Context: an optimization exercise on an open-source flow, tuned for small area, a short achievable clock period and few clock cycles per item. The choices shown serve that exercise and are no tape-out recipe. In this exercise RTL edits were held to simulation tests only and were not proved equivalent to the original.

## flow/design.v (module list and top-level ports; edited modules follow where they fit)
// module nps_ram: 57 lines
// module nps_dist: 90 lines
// module nps_sqsum: 3904 lines
// module nps_div: 97 lines
// module nearest_path_segment_search_top: 378 lines
module nearest_path_segment_search_top #(
    parameter int PATH_DEPTH  = nps_pkg::PATH_DEPTH_DEF,
    parameter int COORD_WIDTH = nps_pkg::COORD_WIDTH_DEF,
    parameter int NL          = 2,
    parameter logic [24:0] REGM = 25'b1111111111111111101010100
) (
    input  logic                              clk,
    input  logic                              rst_n,
    input  logic                              cfg_we,
    input  logic                              cfg_index,
    input  logic [nps_pkg::CFG_DATA_W-1:0]    cfg_data,
    input  logic                              in_valid,
    output logic                              in_ready,
    input  logic                              opcode,
    input  logic [nps_pkg::INDEX_W-1:0]       point_index,
    input  logic signed [COORD_WIDTH-1:0]     coord_x,
    input  logic signed [COORD_WIDTH-1:0]     coord_y,
    output logic                              out_valid,
    input  logic                              out_ready,
    output logic [nps_pkg::INDEX_W-1:0]       target_index
);
  // ...
==> flow/flow/run.sh <==
#!/bin/bash
set -euo pipefail
cd "$(dirname "${BASH_SOURCE[0]}")/.."
bash standard.sh SETUP_SLACK_MARGIN=6.0 finish > flow_standard.log 2>&1
==> flow/standard.sh <==
#!/bin/bash
# synth_recipe.tcl (not shown) runs the flow's synth.tcl, then flattens the netlist and writes it again
# the make line also repeats each setting of config.mk as NAME=value (left out here)
make -C /OpenROAD-flow-scripts/flow DESIGN_CONFIG=/design/flow/config.mk WORK_HOME=/design/flow/orfs CLKGATE_MAP_FILE= SYNTH_SCRIPT=/design/flow/synth_recipe.tcl "${@:-finish}"
==> flow/config.mk <==
export PLATFORM = sky130hd
export DESIGN_NAME = nearest_path_segment_search_top
export DESIGN_NICKNAME = nearest_path_segment_search_top
export VERILOG_FILES = /design/flow/design.v
export SDC_FILE = /design/flow/constraint.sdc
export NUM_CORES = 4
export LEC_CHECK = 0
export ABC_CLOCK_PERIOD_IN_PS = 3500
export CAP_MARGIN = 20
export CORE_MARGIN = 2
export CORE_UTILIZATION = 60
export CTS_CLUSTER_DIAMETER = 90
export CTS_CLUSTER_SIZE = 25
export PLACE_DENSITY = 0.7
export SLEW_MARGIN = 20
==> flow/constraint.sdc <==
create_clock -name core_clock -period 10.0 [get_ports {clk}]
set_input_delay 2.0000 -clock core_clock [delete_from_list [all_inputs] [get_ports {clk}]]
set_output_delay 2.0000 -clock core_clock [all_outputs]
set_load 0.01 [all_outputs]
==> summary.txt, run 1 <==
* Outcome: finished clean
* Commonest non-fill, non-tap cells in the layout: 8971 x dfxtp_1, 3953 x ha_1, 3485 x mux2_2
* Achievable frequency at 0.238 GHz
* DRT Wirelength at 1320000 µm
* Main synth FF type: dfxtp_1
* First-pass GRT wire length at 1970000 µm
* Most numerous cell on the critical path: a21o_1
* Slowest stage cell, crit path: dfxtp_4
* Starting Density at 0.602
* Clock buffers at 540
* Final setup violation count at 0
* Busiest grt layer: met2
* Worst r2r path cells at 22
* CP Launch Type: register
* Non-clk bufs at 1204
* Top reg by flops: u_ram.mem
* Final Non-Filler Cells at 56600
* GRT Total Usage at 0.314
* Post-route cell area at 519000 µm²
* Reg clk slew, reported paths at 0.11 ns
* Worst Setup EP: g_lane[1].u_dj.g_st[8].rem_o[3]
* Fill cells at 61300
* Class of the worst hold path: register to register
* Vias in the first global route at approximately 330k
* Distinct cells, synth at 124
Testbench counts, summed over its fixed seeds: cycles 9,792, queries 192.
==> module nps_dist, before the edit <==
module nps_dist #(
    parameter logic [24:0] REGM = 25'h1FFFFFF
) (
    input  logic               clk,
    input  logic signed [23:0] ax,
    input  logic signed [23:0] ay,
    input  logic signed [23:0] bx,
    input  logic signed [23:0] by,
    output logic [24:0]        root
);
    localparam int NS = 25;
    logic [24:0] dx, dy;
    logic [49:0] rad;
    logic [24:0] ddx, ddy;
    assign ddx = 25'({ax[23], ax} - {bx[23], bx});
    assign ddy = 25'({ay[23], ay} - {by[23], by});
    always_ff @(posedge clk)
    begin
        dx <= {ddx[24], ddx[23:0] ^ {24{ddx[24]}}};
        dy <= {ddy[24], ddy[23:0] ^ {24{ddy[24]}}};
    end
    nps_sqsum u_sq (
        .clk (clk),
        .dx  (dx),
        .dy  (dy),
        .rad (rad)
    );
    for (genvar j = 0; j < NS; j++)
    begin : g_st
        logic [j+1:0]      rem_o;
        logic [j:0]        root_o;
        logic [49-2*j:0]   rad_i;
        logic [j+2:0]      rs;
        logic [j+2:0]      trial_n;
        logic [j+3:0]      diff;
        logic              ge;
        logic [j+1:0]      rem_c;
        logic [j:0]        root_c;
        if (j == 0)
        begin : g_first
            assign rad_i = rad;
            assign rs    = 3'(rad_i[49:48]);
            assign trial_n = 3'b110;
        end
        else
        begin : g_next
            assign rad_i = g_st[j-1].g_mid.rad_n;
            assign rs    = {g_st[j-1].rem_o, rad_i[49-2*j:48-2*j]};
            assign trial_n = {1'b1, g_st[j-1].root_o, 2'b10};
        end
        assign diff   = {1'b0, rs} + {1'b1, trial_n} + (j + 4)'(1);
        assign ge     = !diff[j+3];
        assign rem_c  = ge ? diff[j+1:0] : rs[j+1:0];
        if (j == 0)
        begin : g_r0
            assign root_c = !ge;
        end
        else
        begin : g_rn
            assign root_c = {g_st[j-1].root_o, !ge};
        end
        if (j == NS - 1)
        begin : g_last
            always_ff @(posedge clk)
            begin
                root_o <= root_c;
            end
        end
        else
        begin : g_mid
            logic [47-2*j:0] rad_n;
            if (REGM[j])
            begin : g_reg
                always_ff @(posedge clk)
                begin
                    root_o <= root_c;
                    rem_o  <= rem_c;
                    rad_n  <= rad_i[47-2*j:0];
                end
            end
            else
            begin : g_comb
                assign root_o = root_c;
                assign rem_o  = rem_c;
                assign rad_n  = rad_i[47-2*j:0];
            end
        end
    end
    assign root = ~g_st[NS-1].root_o;
endmodule
==> module nps_div, before the edit <==
module nps_div #(
    parameter int NL = 1,
    parameter int SW = 1
) (
    input  logic                   clk,
    input  logic [24:0]            den,
    input  logic [26:0]            den3,
    input  logic [NL-1:0][9:0]     rem0,
    input  logic [NL-1:0][15:0]    dvd,
    input  logic [NL-1:0]          sat,
    input  logic [NL-1:0][SW-1:0]  side_in,
    output logic [NL-1:0][31:0]    quo,
    output logic [NL-1:0][SW-1:0]  side_out
);
    localparam int NS = 16;
    for (genvar k = 0; k < NS; k++)
    begin : g_st
        localparam int QI = (2 * k > 16) ? 2 * k : 16;
        localparam int QO = (2 * k + 2 > 16) ? 2 * k + 2 : 16;
        logic [24:0] den_i, den_o;
        logic [26:0] den3_i, den3_o;
        if (k == 0)
        begin : g_d0
            assign den_i  = ~den;
            assign den3_i = ~den3;
        end
        else
        begin : g_dn
            assign den_i  = g_st[k-1].den_o;
            assign den3_i = g_st[k-1].den3_o;
        end
        always_ff @(posedge clk)
        begin
            den_o  <= den_i;
            den3_o <= den3_i;
        end
        for (genvar l = 0; l < NL; l++)
        begin : g_ln
            logic [24:0]    rem_i, rem_c, rem_o;
            logic [QI-1:0]  qd_i;
            logic [QO-1:0]  qd_c, qd_o;
            logic           sat_i, sat_o;
            logic [SW-1:0]  side_i, side_o;
            logic [26:0]    r;
            logic [27:0]    d1, d2, d3;
            logic           ge1, ge2, ge3;
            logic [1:0]     q;
            if (k == 0)
            begin : g_i0
                assign rem_i  = 25'(rem0[l]);
                assign qd_i   = dvd[l];
                assign sat_i  = sat[l];
                assign side_i = side_in[l];
            end
            else
            begin : g_in
                assign rem_i  = g_st[k-1].g_ln[l].rem_o;
                assign qd_i   = g_st[k-1].g_ln[l].qd_o;
                assign sat_i  = g_st[k-1].g_ln[l].sat_o;
                assign side_i = g_st[k-1].g_ln[l].side_o;
            end
            if (k < 8)
            begin : g_b
                assign r    = {rem_i, qd_i[15:14]};
                assign qd_c = {qd_i[13:0], q};
            end
            else
            begin : g_z
                assign r    = {rem_i, 2'b00};
                assign qd_c = {qd_i, q};
            end
            assign d1  = {1'b0, r} + {3'b111, den_i} + 28'd1;
            assign d2  = {1'b0, r} + {2'b11, den_i, 1'b1} + 28'd1;
            assign d3  = {1'b0, r} + {1'b1, den3_i} + 28'd1;
            assign ge1 = !d1[27];
            assign ge2 = !d2[27];
            assign ge3 = !d3[27];
            assign q   = ge3 ? 2'd3 : (ge2 ? 2'd2 : (ge1 ? 2'd1 : 2'd0));
            assign rem_c = ge3 ? d3[24:0] : (ge2 ? d2[24:0] : (ge1 ? d1[24:0] : r[24:0]));
            always_ff @(posedge clk)
            begin
                qd_o   <= qd_c;
                sat_o  <= sat_i;
                side_o <= side_i;
                if (k < NS - 1)
                begin
                    rem_o <= rem_c;
                end
            end
        end
    end
    for (genvar l = 0; l < NL; l++)
    begin : g_out
        assign quo[l]      = g_st[NS-1].g_ln[l].sat_o ? 32'hFFFF_FFFF : g_st[NS-1].g_ln[l].qd_o;
        assign side_out[l] = g_st[NS-1].g_ln[l].side_o;
    end
endmodule
==> module nearest_path_segment_search_top, before the edit <==
module nearest_path_segment_search_top #(
    parameter int PATH_DEPTH  = nps_pkg::PATH_DEPTH_DEF,
    parameter int COORD_WIDTH = nps_pkg::COORD_WIDTH_DEF,
    parameter int NL          = 2,
    parameter logic [24:0] REGM = 25'b1111111111111111101010100
) (
    input  logic                              clk,
    input  logic                              rst_n,
    input  logic                              cfg_we,
    input  logic                              cfg_index,
    input  logic [nps_pkg::CFG_DATA_W-1:0]    cfg_data,
    input  logic                              in_valid,
    output logic                              in_ready,
    input  logic                              opcode,
    input  logic [nps_pkg::INDEX_W-1:0]       point_index,
    input  logic signed [COORD_WIDTH-1:0]     coord_x,
    input  logic signed [COORD_WIDTH-1:0]     coord_y,
    output logic                              out_valid,
    input  logic                              out_ready,
    output logic [nps_pkg::INDEX_W-1:0]       target_index
);
    localparam int CW    = COORD_WIDTH;
    localparam int NQ    = NL + 2;                       
    localparam int QCW   = $clog2(NQ + 1);
    localparam int LAST  = 64;                           
    localparam int D_DST = 4 + ones24(REGM);              
    localparam int D_DIV = 16;                           
    localparam int D_ALL = D_DST + 1 + D_DIV;            
    function automatic int ones24(input logic [24:0] m);
        int c;
        c = 0;
        for (int i = 0; i < 24; i++)
        begin
            c = c + int'(m[i]);
        end
        ones24 = c;
    endfunction
    logic [nps_pkg::PATH_LEN_W-1:0]  path_length_reg;
    logic [nps_pkg::LOOKAHEAD_W-1:0] lookahead_reg;
    logic [6:0]                      n;
    always_ff @(posedge clk or negedge rst_n)
    begin
        if (!rst_n)
        begin
            path_length_reg <= '0;
            lookahead_reg   <= nps_pkg::LOOKAHEAD_RST;
        end
        else if (cfg_we)
        begin
            case (cfg_index)
                nps_pkg::CFG_PATH_LENGTH: path_length_reg <= cfg_data[nps_pkg::PATH_LEN_W-1:0];
                nps_pkg::CFG_LOOKAHEAD:   lookahead_reg   <= cfg_data[nps_pkg::LOOKAHEAD_W-1:0];
                default:         ;
            endcase
        end
    end
    assign n = (path_length_reg > 7'd64) ? 7'd64 : path_length_reg;
    logic                 in_ready_reg;
    logic                 iv, iop;
    logic [5:0]           iidx;
    logic signed [CW-1:0] ix, iy;
    logic                 accept;
    assign in_ready = in_ready_reg;
    assign accept   = in_valid && in_ready_reg;
    logic [NL-1:0]        busy, busy_n;
    logic [NL-1:0][6:0]   hcnt, hcnt_n;
    logic [NL-1:0]        avail, avail_n;
    logic [NL-1:0]        sel;
    logic                 fire, fire_q, fire_w;
    logic [QCW-1:0]       outst, outst_n;
    logic                 iv_n, iop_n, fire_n;
    logic                 pop;
    always_comb
    begin
        for (int l = 0; l < NL; l++)
        begin
            avail[l] = !busy[l] || (hcnt[l] == 7'(LAST));
        end
        sel = '0;
        for (int l = NL - 1; l >= 0; l--)
        begin
            if (avail[l])
            begin
                sel    = '0;
                sel[l] = 1'b1;
            end
        end
    end
    assign fire_q = iv && iop && (|avail) && (outst < QCW'(NQ));
    assign fire_w = iv && !iop && (&avail);
    assign fire   = fire_q || fire_w;
    always_comb
    begin
        for (int l = 0; l < NL; l++)
        begin
            if (fire_q && sel[l])
            begin
                busy_n[l] = 1'b1;
                hcnt_n[l] = '0;
            end
            else if (busy[l] && (hcnt[l] != 7'(LAST)))
            begin
                busy_n[l] = 1'b1;
                hcnt_n[l] = hcnt[l] + 7'd1;
            end
            else
            begin
                busy_n[l] = 1'b0;
                hcnt_n[l] = '0;
            end
            avail_n[l] = !busy_n[l] || (hcnt_n[l] == 7'(LAST));
        end
        iv_n    = accept ? 1'b1 : (fire ? 1'b0 : iv);
        iop_n   = accept ? opcode : iop;
        outst_n = outst + QCW'(fire_q) - QCW'(pop);
        fire_n  = iv_n && (iop_n ? ((|avail_n) && (outst_n < QCW'(NQ))) : (&avail_n));
    end
    always_ff @(posedge clk or negedge rst_n)
    begin
        if (!rst_n)
        begin
            in_ready_reg <= 1'b0;
            iv           <= 1'b0;
            iop          <= 1'b0;
            busy         <= '0;
            hcnt         <= '0;
            outst        <= '0;
        end
        else
        begin
            in_ready_reg <= !iv_n || fire_n;
            iv           <= iv_n;
            iop          <= iop_n;
            busy         <= busy_n;
            hcnt         <= hcnt_n;
            outst        <= outst_n;
        end
    end
    always_ff @(posedge clk)
    begin
        if (accept)
        begin
            iidx <= point_index;
            ix   <= coord_x;
            iy   <= coord_y;
        end
    end
    logic [5:0]        pos;
    logic [2*CW-1:0]   head, prev;
    nps_ram #(
        .WIDTH (2 * CW),
        .DEPTH (PATH_DEPTH)
    ) u_ram (
        .clk   (clk),
        .rst_n (rst_n),
        .we    (fire_w),
        .waddr (iidx),
        .wdata ({ix, iy}),
        .pos   (pos),
        .head  (head),
        .prev  (prev)
    );
    logic [24:0] len;
    nps_dist #(
        .REGM (REGM)
    ) u_len (
        .clk  (clk),
        .ax   (head[2*CW-1:CW]),
        .ay   (head[CW-1:0]),
        .bx   (prev[2*CW-1:CW]),
        .by   (prev[CW-1:0]),
        .root (len)
    );
    logic [NL-1:0][CW-1:0] rx, ry;
    logic [NL-1:0][24:0]   dj, di;
    always_ff @(posedge clk)
    begin
        for (int l = 0; l < NL; l++)
        begin
            if (fire_q && sel[l])
            begin
                rx[l] <= ix;
                ry[l] <= iy;
            end
        end
        di <= dj;
    end
    for (genvar l = 0; l < NL; l++)
    begin : g_lane
        nps_dist #(
            .REGM (REGM)
        ) u_dj (
            .clk  (clk),
            .ax   (head[2*CW-1:CW]),
            .ay   (head[CW-1:0]),
            .bx   (rx[l]),
            .by   (ry[l]),
            .root (dj[l])
        );
    end
    logic [24:0]              den_r;
    logic [26:0]              den3_r;
    logic                     lnz_r;
    logic [NL-1:0][26:0]      d3_r;
    logic [NL-1:0]            fl_r;
    logic [NL-1:0][25:0]      num;
    logic [NL-1:0][9:0]       rem0;
    logic [NL-1:0][15:0]      dvd;
    logic [NL-1:0]            sat;
    logic [NL-1:0][2:0]       side_r;
    logic [NL-1:0][31:0]      quo;
    logic [NL-1:0][2:0]       side_q;
    logic [NL-1:0][31:0]      ratio;
    always_ff @(posedge clk)
    begin
        den_r <= len;
        den3_r <= 27'(len) + {1'b0, len, 1'b0};
        lnz_r <= (len != '0);
        for (int l = 0; l < NL; l++)
        begin
            d3_r[l] <= 27'(di[l]) + 27'(dj[l]) - 27'(len);
            fl_r[l] <= (25'(dj[l]) < 25'(lookahead_reg));
        end
    end
    always_comb
    begin
        for (int l = 0; l < NL; l++)
        begin
            num[l]    = d3_r[l][26] ? 26'd0 : d3_r[l][25:0];
            rem0[l]   = d3_r[l][25:16];
            dvd[l]    = d3_r[l][15:0];
            sat[l]    = (den_r[24:10] == '0) && (num[l][25:16] >= den_r[9:0]);
            side_r[l] = {d3_r[l][26], lnz_r, fl_r[l]};
        end
    end
    nps_div #(
        .NL (NL),
        .SW (3)
    ) u_div (
        .clk      (clk),
        .den      (den_r),
        .den3     (den3_r),
        .rem0     (rem0),
        .dvd      (dvd),
        .sat      (sat),
        .side_in  (side_r),
        .quo      (quo),
        .side_out (side_q)
    );
    logic [5:0]                  tpos;
    logic [NL-1:0]               mark;
    logic [NL-1:0]               tact;
    logic [NL-1:0][6:0]          tcnt;
    logic [NL-1:0]               emit;
    logic [NL-1:0]               found;
    logic [NL-1:0][31:0]         best_ratio;
    logic [NL-1:0][5:0]          best_pos;
    logic [NL-1:0][5:0]          best_end;
    logic [6:0]                  tp7;
    logic                        seg_ok;
    assign tp7    = {1'b0, tpos};
    always_comb
    begin
        for (int l = 0; l < NL; l++)
        begin
            mark[l] = busy[l] && (hcnt[l] == 7'(D_ALL));
        end
    end
    assign seg_ok = (tpos != 6'd0) && (tp7 < n);
    always_ff @(posedge clk or negedge rst_n)
    begin
        if (!rst_n)
        begin
            tpos <= 6'(64 - (D_ALL % 64));
            tact <= '0;
            tcnt <= '0;
            emit <= '0;
        end
        else
        begin
            tpos <= tpos + 6'd1;
            for (int l = 0; l < NL; l++)
            begin
                emit[l] <= tact[l] && (tcnt[l] == 7'(LAST));
                if (mark[l])
                begin
                    tact[l] <= 1'b1;
                    tcnt[l] <= 7'd1;
                end
                else if (tact[l])
                begin
                    tcnt[l] <= tcnt[l] + 7'd1;
                    if (tcnt[l] == 7'(LAST))
                    begin
                        tact[l] <= 1'b0;
                    end
                end
            end
        end
    end
    always_comb
    begin
        for (int l = 0; l < NL; l++)
        begin
            ratio[l] = side_q[l][2] ? 32'd0 : quo[l];
        end
    end
    always_ff @(posedge clk)
    begin
        for (int l = 0; l < NL; l++)
        begin
            if (mark[l])
            begin
                found[l] <= 1'b0;
            end
            else if (tact[l] && seg_ok && side_q[l][1]
                     && (!found[l] || (ratio[l] < best_ratio[l])
                         || ((ratio[l] == best_ratio[l]) && (tpos < best_pos[l]))))
            begin
                found[l]      <= 1'b1;
                best_ratio[l] <= ratio[l];
                best_pos[l]   <= tpos;
                best_end[l]   <= (side_q[l][0] && ((tp7 + 7'd1) < n)) ? (tpos + 6'd1) : tpos;
            end
        end
    end
    logic [5:0]           res;
    logic                 push;
    logic [NQ-1:0][5:0]   q;
    logic [QCW-1:0]       qcnt, qcnt_n;
    logic                 out_valid_reg;
    logic [QCW-1:0]       wpos;
    always_comb
    begin
        res  = '0;
        push = 1'b0;
        for (int l = 0; l < NL; l++)
        begin
            if (emit[l])
            begin
                push = 1'b1;
                res  = found[l] ? best_end[l] : ((n == 7'd0) ? 6'd0 : 6'(n - 7'd1));
            end
        end
    end
    assign pop       = out_valid_reg && out_ready;
    assign qcnt_n    = qcnt + QCW'(push) - QCW'(pop);
    assign wpos      = qcnt - QCW'(pop);
    assign out_valid = out_valid_reg;
    assign target_index = q[0];
    always_ff @(posedge clk or negedge rst_n)
    begin
        if (!rst_n)
        begin
            qcnt          <= '0;
            out_valid_reg <= 1'b0;
        end
        else
        begin
            qcnt          <= qcnt_n;
            out_valid_reg <= (qcnt_n != '0);
        end
    end
    always_ff @(posedge clk)
    begin
        for (int i = 0; i < NQ; i++)
        begin
            if (push && (wpos == QCW'(i)))
            begin
                q[i] <= res;
            end
            else if (pop)
            begin
                q[i] <= (i + 1 < NQ) ? q[(i + 1 < NQ) ? i + 1 : i] : q[i];
            end
        end
    end
endmodule
==> run 2: changes to the inputs <==
--- a/flow/design.v
+++ b/flow/design.v
@@ -108,3 +108,3 @@
         logic [j+2:0]      rs;
-        logic [j+2:0]      trial_n;
+        logic [j+2:0]      trial;
         logic [j+3:0]      diff;
@@ -117,3 +117,3 @@
             assign rs    = 3'(rad_i[49:48]);
-            assign trial_n = 3'b110;
+            assign trial = 3'd1;
         end
@@ -123,5 +123,5 @@
             assign rs    = {g_st[j-1].rem_o, rad_i[49-2*j:48-2*j]};
-            assign trial_n = {1'b1, g_st[j-1].root_o, 2'b10};
+            assign trial = {1'b0, g_st[j-1].root_o, 2'b01};
         end
-        assign diff   = {1'b0, rs} + {1'b1, trial_n} + (j + 4)'(1);
+        assign diff   = {1'b0, rs} - {1'b0, trial};
         assign ge     = !diff[j+3];
@@ -130,3 +130,3 @@
         begin : g_r0
-            assign root_c = !ge;
+            assign root_c = ge;
         end
@@ -134,3 +134,3 @@
         begin : g_rn
-            assign root_c = {g_st[j-1].root_o, !ge};
+            assign root_c = {g_st[j-1].root_o, ge};
         end
@@ -163,3 +163,3 @@
     end
-    assign root = ~g_st[NS-1].root_o;
+    assign root = g_st[NS-1].root_o;
 endmodule
@@ -4073,2 +4073,3 @@
     parameter int NL = 1,
+    parameter int KD = 2,
     parameter int SW = 1
@@ -4077,3 +4078,2 @@
     input  logic [24:0]            den,
-    input  logic [26:0]            den3,
     input  logic [NL-1:0][9:0]     rem0,
@@ -4085,13 +4085,12 @@
 );
-    localparam int NS = 16;
-    for (genvar k = 0; k < NS; k++)
+    localparam int NS = 32;
+    for (genvar j = 0; j < NS; j++)
     begin : g_st
-        localparam int QI = (2 * k > 16) ? 2 * k : 16;
-        localparam int QO = (2 * k + 2 > 16) ? 2 * k + 2 : 16;
+        localparam int QI = (j > 16) ? j : 16;
+        localparam int QO = (j + 1 > 16) ? j + 1 : 16;
+        localparam bit RG = ((j + 1) % KD == 0) || (j == NS - 1);
         logic [24:0] den_i, den_o;
-        logic [26:0] den3_i, den3_o;
-        if (k == 0)
+        if (j == 0)
         begin : g_d0
-            assign den_i  = ~den;
-            assign den3_i = ~den3;
+            assign den_i = ~den;
         end
@@ -4099,9 +4098,14 @@
         begin : g_dn
-            assign den_i  = g_st[k-1].den_o;
-            assign den3_i = g_st[k-1].den3_o;
+            assign den_i = g_st[j-1].den_o;
         end
-        always_ff @(posedge clk)
-        begin
-            den_o  <= den_i;
-            den3_o <= den3_i;
+        if (RG)
+        begin : g_dr
+            always_ff @(posedge clk)
+            begin
+                den_o <= den_i;
+            end
+        end
+        else
+        begin : g_dc
+            assign den_o = den_i;
         end
@@ -4114,7 +4118,6 @@
             logic [SW-1:0]  side_i, side_o;
-            logic [26:0]    r;
-            logic [27:0]    d1, d2, d3;
-            logic           ge1, ge2, ge3;
-            logic [1:0]     q;
-            if (k == 0)
+            logic [25:0]    r;
+            logic [26:0]    diff;
+            logic           ge;
+            if (j == 0)
             begin : g_i0
@@ -4127,11 +4130,11 @@
             begin : g_in
-                assign rem_i  = g_st[k-1].g_ln[l].rem_o;
-                assign qd_i   = g_st[k-1].g_ln[l].qd_o;
-                assign sat_i  = g_st[k-1].g_ln[l].sat_o;
-                assign side_i = g_st[k-1].g_ln[l].side_o;
+                assign rem_i  = g_st[j-1].g_ln[l].rem_o;
+                assign qd_i   = g_st[j-1].g_ln[l].qd_o;
+                assign sat_i  = g_st[j-1].g_ln[l].sat_o;
+                assign side_i = g_st[j-1].g_ln[l].side_o;
             end
-            if (k < 8)
+            if (j < 16)
             begin : g_b
-                assign r    = {rem_i, qd_i[15:14]};
-                assign qd_c = {qd_i[13:0], q};
+                assign r    = {rem_i, qd_i[15]};
+                assign qd_c = {qd_i[14:0], ge};
             end
@@ -4139,23 +4142,28 @@
             begin : g_z
-                assign r    = {rem_i, 2'b00};
-                assign qd_c = {qd_i, q};
+                assign r    = {rem_i, 1'b0};
+                assign qd_c = {qd_i, ge};
             end
-            assign d1  = {1'b0, r} + {3'b111, den_i} + 28'd1;
-            assign d2  = {1'b0, r} + {2'b11, den_i, 1'b1} + 28'd1;
-            assign d3  = {1'b0, r} + {1'b1, den3_i} + 28'd1;
-            assign ge1 = !d1[27];
-            assign ge2 = !d2[27];
-            assign ge3 = !d3[27];
-            assign q   = ge3 ? 2'd3 : (ge2 ? 2'd2 : (ge1 ? 2'd1 : 2'd0));
-            assign rem_c = ge3 ? d3[24:0] : (ge2 ? d2[24:0] : (ge1 ? d1[24:0] : r[24:0]));
-            always_ff @(posedge clk)
-            begin
-                qd_o   <= qd_c;
-                sat_o  <= sat_i;
-                side_o <= side_i;
-                if (k < NS - 1)
+            assign diff  = {1'b0, r} + {2'b11, den_i} + 27'd1;
+            assign ge    = !diff[26];
+            assign rem_c = ge ? diff[24:0] : r[24:0];
+            if (RG)
+            begin : g_r
+                always_ff @(posedge clk)
                 begin
-                    rem_o <= rem_c;
+                    qd_o   <= qd_c;
+                    sat_o  <= sat_i;
+                    side_o <= side_i;
+                    if (j < NS - 1)
+                    begin
+                        rem_o <= rem_c;
+                    end
                 end
             end
+            else
+            begin : g_c
+                assign qd_o   = qd_c;
+                assign sat_o  = sat_i;
+                assign side_o = side_i;
+                assign rem_o  = rem_c;
+            end
         end
@@ -4173,3 +4181,4 @@
     parameter int NL          = 2,
-    parameter logic [24:0] REGM = 25'b1111111111111111101010100
+    parameter logic [24:0] REGM = 25'b1111111111111111101010100,
+    parameter int KD          = 1
 ) (
@@ -4195,3 +4204,3 @@
     localparam int D_DST = 4 + ones24(REGM);              
-    localparam int D_DIV = 16;                           
+    localparam int D_DIV = (32 + KD - 1) / KD;           
     localparam int D_ALL = D_DST + 1 + D_DIV;            
@@ -4370,3 +4379,2 @@
     logic [24:0]              den_r;
-    logic [26:0]              den3_r;
     logic                     lnz_r;
@@ -4385,3 +4393,2 @@
         den_r <= len;
-        den3_r <= 27'(len) + {1'b0, len, 1'b0};
         lnz_r <= (len != '0);
@@ -4406,2 +4413,3 @@
         .NL (NL),
+        .KD (KD),
         .SW (3)
@@ -4410,3 +4418,2 @@
         .den      (den_r),
-        .den3     (den3_r),
         .rem0     (rem0),
==> flow/flow/run.sh (replaced) <==
#!/bin/bash
set -euo pipefail
cd "$(dirname "${BASH_SOURCE[0]}")/.."
bash standard.sh SETUP_SLACK_MARGIN=6.2 finish > flow_standard.log 2>&1
==> run 2 against run 1 <==
Compared with the run above: still clean; fmax up 2.3%; die area about the same; synthesized cell count down 4.2%; hold slack better by 0.025 ns; core utilization up 0.76 points; sequential share of layout area up 5.4 points; non-clock buffer count up 291; critical endpoint is now g_lane[0].u_dj.u_sq.r1771; largest cell class unchanged; highest routed layer unchanged.
==> summary.txt, run 2 <==
* Distinct cells, synth at 111 (was 124)
* GPL Wtd Cong at 0.909 (was 0.944)
* Critical path class: register to register (unchanged)
* WP data required at 10.99 ns (was 10.92 ns)
* Die W at 894 µm (was 893 µm)
* # rows at 326 (unchanged)
* Seq/Total Area, Yosys at 0.480 (was 0.415)
* Largest net degree at the start of global routing at 95 (unchanged)
* Synth async-reset ratio at 0.00767 (was 0.00888)
* Worst-Skew Late Latency at 1.16 ns (was 1.18 ns)
* CP Launch Type: register (unchanged)
* IO buf count at 91 (unchanged)
* Largest family of logic cells by synthesized area: adder cells (unchanged)
* Die area at 798000 µm² (about the same)
* Period utilization at 0.411 (was 0.420)
* CTS H-Tree Depth at 6 (was 5)
* Slowest stage cell, crit path: fa_1 (was dfxtp_4)
* Antenna violations before repair at 69 (was 77)
* Commonest non-fill, non-tap cells in the layout: 10600 x dfxtp_1, 3840 x mux2_2, 3304 x inv_1 (was 8971 x dfxtp_1, 3953 x ha_1, 3485 x mux2_2)
* Class of the worst hold path: register to register (unchanged)
* Worst r2r path cells at 13 (was 22)
* Max cap viols at 0 (unchanged)
* CTS sink count at 11200 (was 9683)
* First-pass GRT wire length at 1800000 µm (was 1970000 µm)
* XOR/XNOR Fraction of Synth Area at 0.0406 (was 0.0532)
* I/O pins at 92 (unchanged)
* Crit path time final at 4.11 ns (was 4.20 ns)
* Adder-Cell Fraction of Synth Area at 0.157 (was 0.179)
* Vias in the first global route at 312000 (was 333000)
* DP Cell Count at 53200 (was 55000)
* Most numerous cell on the critical path: fa_1 (was a21o_1)
* DRT Pass-1 Iters at 9 (was 8)
* Via/cell ratio at 5.62 (was 5.93)
* Hold Fails Final Rpt at 0 (unchanged)
* Main synth FF type: dfxtp_1 (unchanged)
* Worst Path Max Fanout at 8 (was 7)
* CP peak stage delay at 0.55 ns (was 0.37 ns)
* Endpoint type of the worst setup path: register (unchanged)
* Post-synth EDFFs at 262 (unchanged)
* RSZ-0062 raised after global routing: true (unchanged)
* Synthesized flop and latch total at 11200 (was 9683)
* Setup_tns at 0 ns (unchanged)
* Starting Density at 0.602 (about the same)
* Simple-gate area share of the yosys netlist at 0.0887 (was 0.0997)
* Post-route cell area at 526000 µm² (was 519000 µm²)
* Core area at 788000 µm² (about the same)
* Hold slack at 0.292 ns (was 0.267 ns)
* Layout net count at 49500 (was 51700)
* Initial DRC Count at 20700 (was 25300)
* Num CTS Buffers at 557 (was 482)
* Clk_skew at 0.0863 ns (was 0.165 ns)
* Post-Synthesis Cells at 43800 (was 45700)
* Final setup violation count at 0 (unchanged)
* Worst slew margin at 0.0767 (was 0.129)
* Chip height at 894 µm (was 893 µm)
* DP Worst Slack at 5.02 ns (was 4.30 ns)
* Synth Area in Compound Gates at 0.101 (was 0.130)
* Wire per inst at 21.4 µm (was 23.2 µm)
* Final Non-Filler Cells at 55300 (was 56600)
* Clock Root Buffer: clkbuf_16 (unchanged)
* Delay-heaviest family, CP: adder cells (was compound AO/OA/AOI/OAI gates)
* WP depth at 13 (was 22)
* CP Buf/Inv Count at 6 (was 0)
* Syn-to-layout area delta at 10.7% (was 9.46%)
* Fin. max-slew vios at 0 (unchanged)
* Yosys warning count at 5 (unchanged)
* CTS tree: done (unchanged)
* Largest buffer count on any clock path at 4 (unchanged)
* Top reg by flops: u_ram.mem (unchanged)
* GRT Total Usage at 0.283 (was 0.314)
* Final ANT Viol Nets at 0 (unchanged)
* Achievable frequency at 0.243 GHz (was 0.238 GHz)
* Synth top area share at 0.458 (was 0.394)
* Largest area contributor in the netlist: dfxtp_1 (unchanged)
* DPL Wire Length at 785000 µm (was 933000 µm)
* Crit path cell chain: buf_12 -> nand2_1 -> fa_1 -> fa_1 -> inv_1 -> fa_1 -> inv_2 -> fa_1 -> inv_2 -> fa_1 -> inv_2 -> fa_2 -> inv_2 (was ha_4 -> nor2b_4 -> o21ai_2 -> a21boi_2 -> o21ai_2 -> a21boi_2 -> or2_4 -> a21o_1 -> nand2_2 -> nand2_8 -> a21oi_4 -> ha_4 -> o21a_1 -> o21ai_2 -> nand2b_1 -> a21o_1 -> a21o_1 -> a21o_1 -> a21o_1 -> nand2_2 -> nand2_8 -> mux2_4)
* Syn Area/Cell at 10.9 µm² (was 10.4 µm²)
* Share of post-route cells with drive strength above 1 at 0.179 (was 0.155)
* Total congestion overflow at 0 (unchanged)
* Count leader, synth: dfxtp_1 (unchanged)
* Final WS setup at 5.89 ns (was 5.80 ns)
* Arrival time worst endpoint at 5.10 ns (was 5.12 ns)
* Actual slew at the worst max-slew pin at 1.38 ns (was 1.30 ns)
* Outcome: finished clean (unchanged)
* Via Count at 311000 (was 336000)
* Mux share of post-synthesis cell area at 0.0932 (was 0.0913)
* Reg clk slew, reported paths at 0.10 ns (was 0.11 ns)
* Commonest cells in the netlist: 10900 x dfxtp_1, 3846 x mux2_2, 3509 x inv_1 (was 9335 x dfxtp_1, 3994 x ha_1, 3489 x mux2_2)
* Hold path depth at 0 (unchanged)
* DP Area at 486000 µm² (about the same)
* DRC viols at 0 (unchanged)
* Most common cell after layout, fill and taps aside: dfxtp_1 (unchanged)
* Largest cells by area after synthesis: dfxtp_1 46%, mux2_2 9.1%, ha_1 8.4%, fa_1 7.3%, xnor2_1 2.8% (was dfxtp_1 39%, ha_1 11%, mux2_2 8.3%, fa_1 7.3%, xnor2_1 3.5%)
* Top Registers: u_ram.mem x3072, u_div.g_st.g_ln.rem_o x1550, u_div.g_st.g_ln.qd_o x1296 (was u_ram.mem x3072, g_lane.u_dj.g_st.g_mid.rad_n x784, u_div.g_st.g_ln.rem_o x750)
* DRT Wirelength at 1180000 µm (was 1320000 µm)
* Synth Cell Area at 475000 µm² (about the same)
* Max reg flops at 3072 (unchanged)
[run 2: cell count changes in the layout (fill, tap and decap cells not counted), sizes merged, moves of 356 or more]
cell / previous run / this run
a21oi: 2842 / 2460
dfxtp: 9335 / 10871
ha: 3994 / 3194
inv: 2554 / 3552
mux2: 3498 / 3854
xnor2: 1885 / 1520
[run 2: cell type report]
type | count | area, µm²
inverters | 3520 | 13400
repair buffers | 1495 | 17400
flip-flops and latches | 11200 | 228000
clock buffers | 639 | 14500
diodes | 64 | 160
multi-input cells | 27700 | 236000
clock inverters | 158 | 2510
repair inverters | 5 | 37.5
well taps | 10500 | 13100
fillers | 59800 | 263000
[run 2: cell families after synthesis]
| kind of cell | after synthesis |
|---|---|
| flops | 11200 |
| simple gates | 8837 |
| other cells | 1 |
| fa+ha+maj | 4929 |
| compound gates | 7696 |
| buf+inv | 4933 |
| xor+xnor | 2200 |
| mux | 3936 |
[run 2: what timing repair did]
item,in CTS,in global routing
pin swaps,505,739
setup endpoints to repair,2016,2357
cloned,116,44
resized for setup,1339,1281
hold buffers,0,0
buffers inserted,744,319
[run 2: stage by stage]
stage | utilization
6_report | 0.667
3_5_place_dp | 0.617
4_1_cts | 0.656
5_1_grt | 0.667
3_3_place_gp | 0.617
2_1_floorplan | -
[run 2: layer usage]
| metal | part of all wire | global-route usage | up-vias |
|---|---|---|---|
| li1 | - | - | 149000 |
| met1 | 0.44 | 0.379 | 152000 |
| met2 | 0.47 | 0.476 | 8038 |
| met3 | 0.053 | 0.0329 | 2313 |
| met4 | 0.045 | 0.104 | 16 |
| met5 | 0.000093 | 0 | - |
[run 2: path summary, 6_finish.rpt]
path	from	endpoint	slack, ns
min	u_len.g_st[4].g_mid.rad_n[30]	u_len.g_st[6].g_mid.rad_n[30]	0.29
min reg2reg	u_len.g_st[4].g_mid.rad_n[30]	u_len.g_st[6].g_mid.rad_n[30]	0.29
max in group asynchronous	rst_n	hcnt[0]	7.73
max reg2reg	g_lane[0].u_dj.dx[12]	g_lane[0].u_dj.u_sq.r1771	5.89
max	g_lane[0].u_dj.dx[12]	g_lane[0].u_dj.u_sq.r1771	5.89
min in group asynchronous	rst_n	lookahead_reg[1]	0.99
Testbench counts of run 2, summed over its fixed seeds: cycles 10,304, queries 192.

re-timing with driven ports:
How much do the figures lean on ideal ports? The routed layouts below were timed once more, with nothing changed but the port constraints.
Step 1 assumes that a clkbuf_16 drives the clock port and a buf_2 every other input.
Step 2 adds t to the input delays and takes it off the output delays; t is the mean of the earliest and latest rising clock arrival at the registers after step 1. Input paths then give back, and output paths get back, about the clock's delay inside the block.
a / b / c = no drivers / after step 1 / after step 2; a / b = the first two.
| run | t, ns | setup WS [ns] | latest minus earliest clock arrival (ns) | worst register clock-pin slew, ns | cell pins on the clock port's net |
|---|---|---|---|---|---|
| run 1 | 1.252 | 5.795 / 5.795 / 5.031 | 0.171 / 0.171 | 0.11 / 0.11 | 1 |
| run 2 | 1.267 | 5.889 / 5.889 / 5.259 | 0.087 / 0.087 | 0.11 / 0.11 | 1 |
After both steps every run listed still meets setup and hold. For run 1, which loses most, drivers alone change the setup slack by 0.000 ns; drivers and shift together by -0.764 ns.
